From an optimization exercise on the open Yosys and OpenROAD flow, aimed at small area, a short achievable clock period and few clock cycles per item; shortcuts taken in it are not production practice.
Function was not checked in any run shown here: the RTL went through the layout flow alone.
Power figures rest on the tool's default switching activity, not on a simulated workload.

## flow/design.v (module list and top-level ports; edited modules follow where they fit)
// module mul_tree1: 742 lines
// module mul_tree2: 278 lines
// module ooo_top: 194 lines
module ooo_top (
   input  wire         clock,
   input  wire         reset,
   input  wire         dispatch_valid,
   input  wire  [2:0]  dispatch_op,
   input  wire  [3:0]  dispatch_rd,
   input  wire  [3:0]  dispatch_rs1,
   input  wire  [3:0]  dispatch_rs2,
   input  wire  [15:0] dispatch_imm,
   output logic        dispatch_ready,
   output logic        commit_valid,
   output logic [3:0]  commit_rd,
   output logic [31:0] commit_value
);
  // ...
==> flow/run.sh <==
#!/bin/bash
# synth_recipe.tcl (not shown) runs the flow's synth.tcl, then flattens the netlist and writes it again
# the make line also repeats each setting of config.mk as NAME=value (left out here)
make -C /OpenROAD-flow-scripts/flow DESIGN_CONFIG=/design/flow/config.mk WORK_HOME=/design/flow/orfs CLKGATE_MAP_FILE= SYNTH_SCRIPT=/design/flow/synth_recipe.tcl finish
==> flow/config.mk <==
export PLATFORM = sky130hd
export DESIGN_NAME = ooo_top
export DESIGN_NICKNAME = ooo_top
export VERILOG_FILES = /design/flow/design.v
export SDC_FILE = /design/flow/constraint.sdc
export NUM_CORES = 4
export LEC_CHECK = 0
export CAP_MARGIN = 20
export CORE_MARGIN = 2
export CORE_UTILIZATION = 50
export PLACE_DENSITY = 0.6
export SETUP_SLACK_MARGIN = 4
export SLEW_MARGIN = 20
==> flow/constraint.sdc <==
create_clock -name core_clock -period 8.0 [get_ports {clock}]
set_input_delay 1.6000 -clock core_clock [delete_from_list [all_inputs] [get_ports {clock}]]
set_output_delay 1.6000 -clock core_clock [all_outputs]
set_load 0.01 [all_outputs]
==> summary.txt, run 1 <==
The global-route congestion overflow total is 0. In the finished design the tool counted flip-flops and latches totalling 917. By count the netlist is led by sky130_fd_sc_hd__o21ai_0 (665), sky130_fd_sc_hd__edfxtp_1 (617), sky130_fd_sc_hd__a22oi_1 (553), sky130_fd_sc_hd__clkbuf_1 (486), sky130_fd_sc_hd__nand2_1 (367). The number of nets in the synthesized netlist is between 6k and 7k.

The post-cts hold buffer count is 0. The post-synthesis cell area came out at between 0.05 and 0.06 mm^2. The remaining antenna violation count after routing came out at 0.

By area, the combinational part of the netlist is dominated by compound AO/OA/AOI/OAI gates. sky130_fd_sc_hd__edfxtp_1 takes more of the synthesized area than any other cell. The initial standard-cell utilization of the core is 0.503.

The sequential cell area share came out at 0.372. The met1 layer usage reported by global route came out at 0.612. The startpoint identified for the worst register-to-register timing path is f_rs2[0]$_DFFE_PP_. The final setup violation count came out at 0. The count of placed standard cells in the final layout, fillers left out came out at 7587. The first detailed-routing pass took 11 iterations. The setup TNS after final layout came out at 0 ns. The net count of the finished layout is between 6k and 7k. The layout cell share with drive strength beyond 1 is 0.127. The worst path required time is 8.43 ns.

The setup path with the least slack is of type reg2reg. Of the total synthesized cell area, the portion taken by XOR and XNOR cells is 0.0278. Of the total power, combinational logic draws 0.305. The slew of the pin with the lowest slew margin came out at 1.34 ns.

Leaving out fill and tap cells, the most frequent cells in the layout are sky130_fd_sc_hd__o21ai_0 (645), sky130_fd_sc_hd__edfxtp_1 (617), sky130_fd_sc_hd__a22oi_1 (552), sky130_fd_sc_hd__nand2_1 (351), sky130_fd_sc_hd__a21oi_1 (292). The met3 track demand over resource is 0.156. Entering global routing, the biggest net connects 101 pins.

The highest net fanout along the worst path is 23. The share of cell area taken by multi-input logic gates is 0.459. Traced cell by cell, the critical path runs through and4b_1, and2_1, buf_4, a22oi_1, nand2_1, nor4_1, a211oi_1, a21oi_1, o21ai_0. The layout has approximately 440 buffers outside the clock class. The per-instance average area after synthesis is 9.49 um^2.

Together, buffers and inverters on the worst path number 1. The ratio of routed vias to standard cells came out at 7.29. The run finished with no timing, DRC or antenna violations. The type of element launching the critical path is a flop. The total of warnings raised by yosys came out at 1. Counting flops per register, the top entry is rf. The post-detailed-routing wire length came out at 260000 um. The share of the core filled with cells came out at 0.580. The slowest stage of the critical path is the sky130_fd_sc_hd__nor4_1 cell. Counting tap cells, the placed design contains a total of 7239 instances. The number of flip-flops under the largest register name came out at 512. After layout, the inverter instance count without clock inverters stands at 317. In this run the worst setup path begins at f_rs2[0]$_DFFE_PP_.
==> module ooo_top, before the edit <==
module ooo_top (
   input  wire         clock,
   input  wire         reset,
   input  wire         dispatch_valid,
   input  wire  [2:0]  dispatch_op,
   input  wire  [3:0]  dispatch_rd,
   input  wire  [3:0]  dispatch_rs1,
   input  wire  [3:0]  dispatch_rs2,
   input  wire  [15:0] dispatch_imm,
   output logic        dispatch_ready,
   output logic        commit_valid,
   output logic [3:0]  commit_rd,
   output logic [31:0] commit_value
);
   localparam logic [2:0] op_li  = 3'd0;
   localparam logic [2:0] op_add = 3'd1;
   localparam logic [2:0] op_sub = 3'd2;
   localparam logic [2:0] op_and = 3'd3;
   localparam logic [2:0] op_xor = 3'd4;
   localparam logic [2:0] op_mul = 3'd5;
   localparam int         mid_w  = ooo_pkg::mid_w;
   logic [31:0]      rf [16];
   logic [15:0]      rf_set;
   logic             f_valid;
   logic [2:0]       f_op;
   logic [3:0]       f_rd;
   logic [3:0]       f_rs1;
   logic [3:0]       f_rs2;
   logic [15:0]      f_imm;
   logic             d_valid;
   logic             d_sub;       
   logic             d_sel_sum;
   logic             d_sel_and;
   logic             d_sel_xor;
   logic             d_sel_pass;  
   logic             d_mul;
   logic [3:0]       d_rd;
   logic [31:0]      d_a;
   logic [31:0]      d_b;
   logic             d_a_m, d_a_y, d_b_m, d_b_y;
   logic             m_valid;
   logic             m_mul;
   logic [3:0]       m_rd;
   logic [mid_w-1:0] m_mid;
   logic             y_valid;
   logic [3:0]       y_rd;
   logic [31:0]      y_s;
   logic [31:0]      y_c;
   logic             w_valid;
   logic [3:0]       w_rd;
   logic [31:0]      w_val;
   logic             stall;
   logic             take;
   logic             uses;
   logic             a_d, b_d, a_m, b_m, a_y, b_y, a_w, b_w;
   logic [31:0]      rd_a, rd_b;
   logic [31:0]      m_row0;
   logic [31:0]      xa, xb;
   logic [32:0]      sum;
   logic [31:0]      row0;
   logic [mid_w-1:0] tree_mid;
   logic [mid_w-1:0] x_mid;
   logic [31:0]      x2_s, x2_c;
   logic [31:0]      w_next;
   assign m_row0 = m_mid[31:0];
   assign w_next = y_s + y_c;
   assign stall = d_valid && ((d_a_m && m_mul) || d_a_y || (d_b_m && m_mul) || d_b_y);
   assign take           = !(f_valid && stall);
   assign dispatch_ready = take;
   always_ff @(posedge clock) begin
      if (reset) begin
         f_valid <= 1'b0;
      end else if (take) begin
         f_valid <= dispatch_valid;
         f_op    <= dispatch_op;
         f_rd    <= dispatch_rd;
         f_rs1   <= dispatch_rs1;
         f_rs2   <= dispatch_rs2;
         f_imm   <= dispatch_imm;
      end
   end
   assign uses = (f_op != op_li);
   assign a_d = uses && d_valid && (f_rs1 == d_rd);
   assign b_d = uses && d_valid && (f_rs2 == d_rd);
   assign a_m = uses && m_valid && (f_rs1 == m_rd);
   assign b_m = uses && m_valid && (f_rs2 == m_rd);
   assign a_y = uses && y_valid && (f_rs1 == y_rd);
   assign b_y = uses && y_valid && (f_rs2 == y_rd);
   assign a_w = uses && w_valid && (f_rs1 == w_rd);
   assign b_w = uses && w_valid && (f_rs2 == w_rd);
   always_comb begin
      rd_a = '0;
      rd_b = '0;
      for (int r = 0; r < 16; r++) begin
         rd_a = rd_a | ({32{rf_set[r] && f_rs1 == r}} & rf[r]);
         rd_b = rd_b | ({32{rf_set[r] && f_rs2 == r}} & rf[r]);
      end
      if (a_w) rd_a = w_val;
      if (b_w) rd_b = w_val;
      if (a_y) rd_a = w_next;
      if (b_y) rd_b = w_next;
      if (a_m) rd_a = m_row0;
      if (b_m) rd_b = m_row0;
      if (!uses) rd_a = {{16{f_imm[15]}}, f_imm};
   end
   always_ff @(posedge clock) begin
      if (reset) begin
         d_valid <= 1'b0;
         d_a_m   <= 1'b0;
         d_a_y   <= 1'b0;
         d_b_m   <= 1'b0;
         d_b_y   <= 1'b0;
      end else if (stall) begin
         if (d_a_m && !m_mul) d_a <= m_row0;
         if (d_b_m && !m_mul) d_b <= m_row0;
         if (d_a_y) d_a <= w_next;
         if (d_b_y) d_b <= w_next;
         d_a_y <= d_a_m && m_mul;
         d_b_y <= d_b_m && m_mul;
         d_a_m <= 1'b0;
         d_b_m <= 1'b0;
      end else begin
         d_valid    <= f_valid;
         d_sub      <= (f_op == op_sub);
         d_sel_sum  <= (f_op == op_add) || (f_op == op_sub);
         d_sel_and  <= (f_op == op_and);
         d_sel_xor  <= (f_op == op_xor);
         d_sel_pass <= (f_op == op_li) || (f_op > op_mul);
         d_mul      <= (f_op == op_mul);
         d_rd       <= f_rd;
         d_a        <= rd_a;
         d_b        <= rd_b;
         d_a_m      <= a_d;
         d_b_m      <= b_d;
         d_a_y      <= !a_d && a_m && m_mul;
         d_b_y      <= !b_d && b_m && m_mul;
      end
   end
   assign xa = d_a_m ? m_row0 : d_a;
   assign xb = d_b_m ? m_row0 : d_b;
   assign sum = {xa, 1'b1} + {xb ^ {32{d_sub}}, d_sub};
   mul_tree1 i_mul_tree1 (.a(xa), .b(xb), .mid(tree_mid));
   assign row0 = ({32{d_sel_sum}}  & sum[32:1])
               | ({32{d_sel_and}}  & (xa & xb))
               | ({32{d_sel_xor}}  & (xa ^ xb))
               | ({32{d_sel_pass}} & xa)
               | ({32{d_mul}}      & tree_mid[31:0]);
   assign x_mid = {tree_mid[mid_w-1:32] & {(mid_w-32){d_mul}}, row0};
   always_ff @(posedge clock) begin
      if (reset) begin
         m_valid <= 1'b0;
      end else begin
         m_valid <= d_valid && !stall;
      end
      m_mul <= d_mul;
      m_rd  <= d_rd;
      m_mid <= x_mid;
   end
   mul_tree2 i_mul_tree2 (.mid(m_mid), .s(x2_s), .c(x2_c));
   always_ff @(posedge clock) begin
      if (reset) begin
         y_valid <= 1'b0;
      end else begin
         y_valid <= m_valid;
      end
      y_rd <= m_rd;
      y_s  <= x2_s;
      y_c  <= x2_c;
   end
   always_ff @(posedge clock) begin
      if (reset) begin
         w_valid <= 1'b0;
      end else begin
         w_valid <= y_valid;
      end
      w_rd  <= y_rd;
      w_val <= w_next;
   end
   always_ff @(posedge clock) begin
      if (reset) begin
         rf_set <= '0;
      end else if (w_valid) begin
         rf_set[w_rd] <= 1'b1;
      end
   end
   always_ff @(posedge clock) begin
      if (w_valid) begin
         rf[w_rd] <= w_val;
      end
   end
   assign commit_valid = w_valid;
   assign commit_rd    = w_rd;
   assign commit_value = w_val;
endmodule
==> inputs of run 2 (changes only) <==
--- a/flow/design.v
+++ b/flow/design.v
@@ -1081,7 +1081,7 @@
    logic             stall;
    logic             take;
    logic             uses;
-   logic             a_d, b_d, a_m, b_m, a_y, b_y, a_w, b_w;
+   logic             a_d, b_d, a_m, b_m, a_y, b_y;
    logic [31:0]      rd_a, rd_b;
    logic [31:0]      m_row0;
    logic [31:0]      xa, xb;
@@ -1115,8 +1115,6 @@
    assign b_m = uses && m_valid && (f_rs2 == m_rd);
    assign a_y = uses && y_valid && (f_rs1 == y_rd);
    assign b_y = uses && y_valid && (f_rs2 == y_rd);
-   assign a_w = uses && w_valid && (f_rs1 == w_rd);
-   assign b_w = uses && w_valid && (f_rs2 == w_rd);
    always_comb begin
       rd_a = '0;
       rd_b = '0;
@@ -1124,8 +1122,6 @@
          rd_a = rd_a | ({32{rf_set[r] && f_rs1 == r}} & rf[r]);
          rd_b = rd_b | ({32{rf_set[r] && f_rs2 == r}} & rf[r]);
       end
-      if (a_w) rd_a = w_val;
-      if (b_w) rd_b = w_val;
       if (a_y) rd_a = w_next;
       if (b_y) rd_b = w_next;
       if (a_m) rd_a = m_row0;
@@ -1208,13 +1204,13 @@
    always_ff @(posedge clock) begin
       if (reset) begin
          rf_set <= '0;
-      end else if (w_valid) begin
-         rf_set[w_rd] <= 1'b1;
+      end else if (y_valid) begin
+         rf_set[y_rd] <= 1'b1;
       end
    end
    always_ff @(posedge clock) begin
-      if (w_valid) begin
-         rf[w_rd] <= w_val;
+      if (y_valid) begin
+         rf[y_rd] <= w_next;
       end
    end
    assign commit_valid = w_valid;
--- a/flow/config.mk
+++ b/flow/config.mk
@@ -7,7 +7,8 @@
 export LEC_CHECK = 0
 export CAP_MARGIN = 20
 export CORE_MARGIN = 2
-export CORE_UTILIZATION = 50
-export PLACE_DENSITY = 0.6
-export SETUP_SLACK_MARGIN = 4
+export CORE_UTILIZATION = 45
+export PLACE_DENSITY = 0.55
+export SETUP_SLACK_MARGIN = 5
 export SLEW_MARGIN = 20
+export TNS_END_PERCENT = 0
==> run 2 against run 1 <==
Utilization shrank 3.6 points; highest routed layer unchanged; maximum frequency is 4.4% higher; critical endpoint is now d_a[1]$_DFFE_PP_; clock skew grew 0.053 ns; sequential share of layout area fell by 0.63 points; via count decreased by 2.5%; still clean on timing, DRC and antenna; cell count down 1.2%.
==> summary.txt, run 2 <==
The number of register bits inferred by synthesis is 917 (unchanged). The via count of the first global-routing pass is 49.0k (was 48.5k). The post-detailed-placement half-perimeter wirelength came to 168000 um (was 160000 um). The ratio of routed vias to standard cells came out at 7.19 (was 7.29). The number of flip-flops under the largest register name came out at 512 (unchanged). The area of the core is 0.124 mm^2 (was 0.114 mm^2). The per-instance average area after synthesis was 9.80 um^2 (was 9.49 um^2). The initial antenna violation count is 16 (was 5). The layout cell share with drive strength beyond 1 came to 0.157 (was 0.127). The gate count of the mapped netlist came out at 5713 (was 6034).

The total non-filler cell area in the finished layout is 0.0672 mm^2 (was 0.0661 mm^2). The met1 layer usage reported by global route came to 0.516 (was 0.612). The clock sink count came out at 917 (unchanged).

The share of cell area taken by muxes after synthesis is 0.0176 (was 0.0184). The post-cts hold buffer count is 0 (unchanged). The clock tree from TritonCTS is done (unchanged). The net count of the finished layout was 6117 (was 6334).

The cell area power density came out at 283 mW/mm^2 (was 244 mW/mm^2). The post-route worst hold slack came to 0.329 ns (was 0.332 ns). The clock latency at the later pin of the worst-skew pair came out at 0.77 ns (was 0.71 ns). The dominant combinational cell family by area after synthesis is compound AO/OA/AOI/OAI gates (unchanged). The most common cell in the synthesized netlist is sky130_fd_sc_hd__o21ai_0 (unchanged). The compound-gate portion of the synthesized area was 0.273 (was 0.256). The simple-gate portion of the synthesized area is 0.0866 (was 0.113).

The post-synthesis share of cell area spent on full adders, half adders and majority gates came out at 0.0965 (was 0.0944). The width of the chip came out at 357 um (was 342 um). The part of the Yosys area used for sequential elements is 0.438 (was 0.429). The deepest clock path buffer count came out at 3 (unchanged). The timing startpoint of the critical path is f_rs1[1]$_DFFE_PP_ (was f_rs2[0]$_DFFE_PP_). The worst reg2reg path depth is 7 (was 9).

The top-area cell type share of the netlist area was 0.331 (was 0.324). The iteration-0 DRC count of the detailed router was 9570 (was 12.1k). The number of nets in the synthesized netlist is 6065 (was 6386). The area of placed instances came out at 0.0591 mm^2 (was 0.0598 mm^2). The global-route wire length before repair was 382000 um (was 358000 um). The post-detailed-routing wire length is 279000 um (was 260000 um). Status: timing/DRC/antenna clean (unchanged). The remaining antenna violation count after routing is 0 (unchanged).

The worst path required time came out at 8.52 ns (was 8.43 ns). The routed length per placed instance is 37.3 um (was 34.2 um). The reported max-cap violation count came out at 0 (unchanged). The clock period minus worst slack is 3.86 ns (was 4.03 ns). The class of the worst hold path was reg2reg (unchanged). The type of element launching the critical path is a flop (unchanged).

The total design power came to 19.0 mW (was 16.1 mW). The largest net degree at the start of global routing came to 105 (was 101). The met2 layer usage reported by global route came to 0.630 (was 0.566). The post-synthesis cell area came out at 0.0560 mm^2 (was 0.0573 mm^2). The global routing usage summed across all routing layers was 0.424 (was 0.423). The leading cell type in the layout, fill and taps excluded is sky130_fd_sc_hd__edfxtp_1 (was sky130_fd_sc_hd__o21ai_0). The timing endpoint of the critical path was d_a[1]$_DFFE_PP_ (was d_b[3]$_DFFE_PP_). The number of unique standard cell types used by synthesis came to 84 (was 90). The number of buffer cells added on primary ports is 71 (unchanged). The clock root buffer master was sky130_fd_sc_hd__clkbuf_16 (unchanged). The total of warnings raised by yosys is 1 (unchanged). The setup TNS after final layout is 0 ns (unchanged). The layer with the highest usage after global routing is met2 (was met1). Most frequent cells in the layout: sky130_fd_sc_hd__edfxtp_1 (617), sky130_fd_sc_hd__o21ai_0 (612), sky130_fd_sc_hd__a22oi_1 (359), sky130_fd_sc_hd__buf_4 (302), sky130_fd_sc_hd__dfxtp_1 (278) (was sky130_fd_sc_hd__o21ai_0 (645), sky130_fd_sc_hd__edfxtp_1 (617), sky130_fd_sc_hd__a22oi_1 (552), sky130_fd_sc_hd__nand2_1 (351), sky130_fd_sc_hd__a21oi_1 (292)). Largest registers in the final layout: rf: 512 flops, m_mid: 167 flops (unchanged). The highest net fanout along the worst path is 26 (was 23). The data arrival time at the worst-slack endpoint is 4.37 ns (was 4.46 ns). The total count of hold-check failures in the final report is 0 (unchanged). The setup slack on the worst flop-to-flop path is 4.14 ns (was 3.97 ns). The leakage power of the design is 23.8 nW (was 24.1 nW). The die outline area came out at 0.127 mm^2 (was 0.117 mm^2). The area overhead of the layout relative to synthesis is 20.1% (was 15.4%). The final clock skew came out at 0.0723 ns (was 0.0194 ns). The final critical-path share of the clock period came to 0.482 (was 0.503).

The register clock-pin slew on the reported worst setup and hold paths is 0.06 ns (about the same). The count of pins over their slew limit was 0 (unchanged). Unrepaired setup endpoints after global routing: yes (unchanged). The main flop type after synthesis is sky130_fd_sc_hd__edfxtp_1 (unchanged). The timing-limited maximum frequency was 259 MHz (was 248 MHz).

The library cell occupying the most area in the post-synthesis netlist is sky130_fd_sc_hd__edfxtp_1 (unchanged). The count of unresolved DRC violations after routing came out at 0 (unchanged). The maximum ir drop on the vdd rail is 0.000251 V (was 0.000213 V). The type of the worst setup path is reg2reg (unchanged). Leading post-synthesis cells by instance count: sky130_fd_sc_hd__o21ai_0 (660), sky130_fd_sc_hd__edfxtp_1 (617), sky130_fd_sc_hd__clkbuf_1 (464), sky130_fd_sc_hd__a22oi_1 (366), sky130_fd_sc_hd__dfxtp_1 (300) (was sky130_fd_sc_hd__o21ai_0 (665), sky130_fd_sc_hd__edfxtp_1 (617), sky130_fd_sc_hd__a22oi_1 (553), sky130_fd_sc_hd__clkbuf_1 (486), sky130_fd_sc_hd__nand2_1 (367)). The number of placement rows is 129 (was 124). The number of enable flip-flop cells after synthesis is 617 (unchanged).

The global placement routability congestion was 1.01 (was 1.00). The total number of H-tree levels came out at 3 (unchanged). The share of the synthesized netlist area taken by xor and xnor gates is 0.0267 (was 0.0278). The final setup violation count was 0 (unchanged). The proportion of synthesized flip-flops having asynchronous set or reset came out at 0 (unchanged).

Largest cells by area after synthesis: sky130_fd_sc_hd__edfxtp_1 (33%), sky130_fd_sc_hd__dfxtp_1 (11%), sky130_fd_sc_hd__fa_1 (6.8%), sky130_fd_sc_hd__o21ai_0 (5.9%), sky130_fd_sc_hd__a22oi_1 (4.9%) (was sky130_fd_sc_hd__edfxtp_1 (32%), sky130_fd_sc_hd__dfxtp_1 (10%), sky130_fd_sc_hd__a22oi_1 (7.3%), sky130_fd_sc_hd__fa_1 (6.6%), sky130_fd_sc_hd__o21ai_0 (5.8%)). The number of placed I/O pins was 72 (unchanged). The vias after detailed routing is 53.9k (was 55.3k). The number of optimization iterations in the first detailed-route pass was 9 (was 11). The die height came out at 357 um (was 342 um). The register with the most flip-flops is rf (unchanged).

The normalized max-slew margin came to 0.0972 (was 0.110). The global-route congestion overflow total is 0 (unchanged). The end of the worst register-to-register path is d_a[1]$_DFFE_PP_ (was d_b[3]$_DFFE_PP_).

The met3 track demand over resource is 0.116 (was 0.156). The clock buffer count from CTS came out at 102 (was 103). The initial standard-cell utilization of the core came to 0.453 (was 0.503). The slew of the pin with the lowest slew margin is 1.34 ns (about the same). The beginning of the worst register-to-register path is f_rs1[1]$_DFFE_PP_ (was f_rs2[0]$_DFFE_PP_). The kind of end point of the critical path was a flop (unchanged).
-- run 2: changes by cell type after synthesis, sizes merged, moves of 23 or more --
cell	change
clkbuf	-23
a22o	+128
a22oi	-187
nand2	-139
a21oi	-24
a221oi	+136
nor4	-41
a2111oi	-24
and3	-46
nand3	-70
-- run 2: timing repair --
item	in CTS	in global routing
gates cloned	42	12
setup buffers	129	67
resized for setup	311	104
endpoints found under the setup margin	677	573
pin swaps	19	31
-- run 2: per-layer routing --
layer / vias to the layer above / wire length (um)
li1: 21995 / -
met1: 26103 / 97300
met2: 4476 / 118000
met3: 1312 / 34800
met4: 10 / 29700
met5: - / 72
-- run 2: worst min path at each step --
stage | cells past startpoint | end | slack [ns] | startpoint
floorplan | 0 | y_c[0]$_DFF_P_ | 0.31 | m_mid[32]$_DFF_P_
detailed placement | 0 | y_s[2]$_DFF_P_ | 0.32 | m_mid[34]$_DFF_P_
global route | 0 | y_s[2]$_DFF_P_ | 0.35 | m_mid[34]$_DFF_P_
finish | 0 | y_s[2]$_DFF_P_ | 0.33 | m_mid[34]$_DFF_P_
global placement | 0 | y_s[2]$_DFF_P_ | 0.32 | m_mid[34]$_DFF_P_
CTS | 0 | y_s[2]$_DFF_P_ | 0.33 | m_mid[34]$_DFF_P_
-- run 2: kinds of logic (layout without fill, tap and decap cells) --
logic type,count (synthesis),count (layout)
AOI/OAI and AO/OA,2306,2306
xor gates and xnor gates,169,172
adders and majority gates,318,318
buffers and inverters,891,1021
DFF,917,917
muxes,93,97
other,0,8
and+or+nand+nor,1019,1020
-- run 2: worst max-delay path, cell delays in order, from the launching register on --
cell and delay (ns):
sky130_fd_sc_hd__edfxtp_1 0.76, sky130_fd_sc_hd__nor3b_2 0.83, sky130_fd_sc_hd__buf_4 0.65, sky130_fd_sc_hd__a221oi_1 0.22
sky130_fd_sc_hd__and3_1 0.25, sky130_fd_sc_hd__a41oi_1 0.43, sky130_fd_sc_hd__a211oi_1 0.14, sky130_fd_sc_hd__o22ai_1 0.31
-- run 2: final cells by class --
| type | count | area (um^2) |
|---|---|---|
| fill | 10904 | 56400 |
| multi-input combinational | 3913 | 29900 |
| sequential | 917 | 24600 |
| timing repair buffer | 510 | 5860 |
| clock buffer | 129 | 2720 |
| tap | 1637 | 2050 |
| inverter | 314 | 1410 |
| clock inverter | 61 | 681 |
| timing repair inverter | 7 | 47.5 |
| antenna | 8 | 20.0 |
-- run 2: where the power goes --
| part | switching [mW] | total [mW] | leakage (nW) | internal [mW] |
|---|---|---|---|---|
| Clock | 2.10 | 4.84 | 1.64 | 2.74 |
| Combinational | 5.01 | 7.18 | 14.0 | 2.18 |
| Sequential | 0.413 | 7.00 | 8.16 | 6.59 |
-- run 2: stage by stage --
stage	std cells	utilization	setup slack [ns]
2_1_floorplan	5713	-	4.55
3_3_place_gp	7046	0.478	2.36
3_5_place_dp	7047	0.478	2.34
4_1_cts	7408	0.534	4.27
5_1_grt	7489	0.544	4.12
6_report	7496	0.544	4.14

separate check: timing with driven ports:
No port has a modelled driver above. Below, the same layouts with a new extraction and two added sets of constraints. Step 1, drivers: a clkbuf_16 drives clock and a buf_2 each remaining input, both assumed. Step 2 moves the port delays by t, midway between the first and last clock arrival at a register: inputs arrive t later, outputs are due t later. That takes back most of the time a late clock gives input paths. Slacks: ideal / step 1 / step 2; pairs: ideal / step 1.
| run | t, ns | setup WS [ns] | worst setup path after step 2 |
|---|---|---|---|
| run 1 | 0.770 | 3.974 / 3.974 / 3.974 | register to register |
| run 2 | 0.809 | 4.145 / 4.145 / 4.145 | register to register |
After both steps every run listed still meets setup and hold.
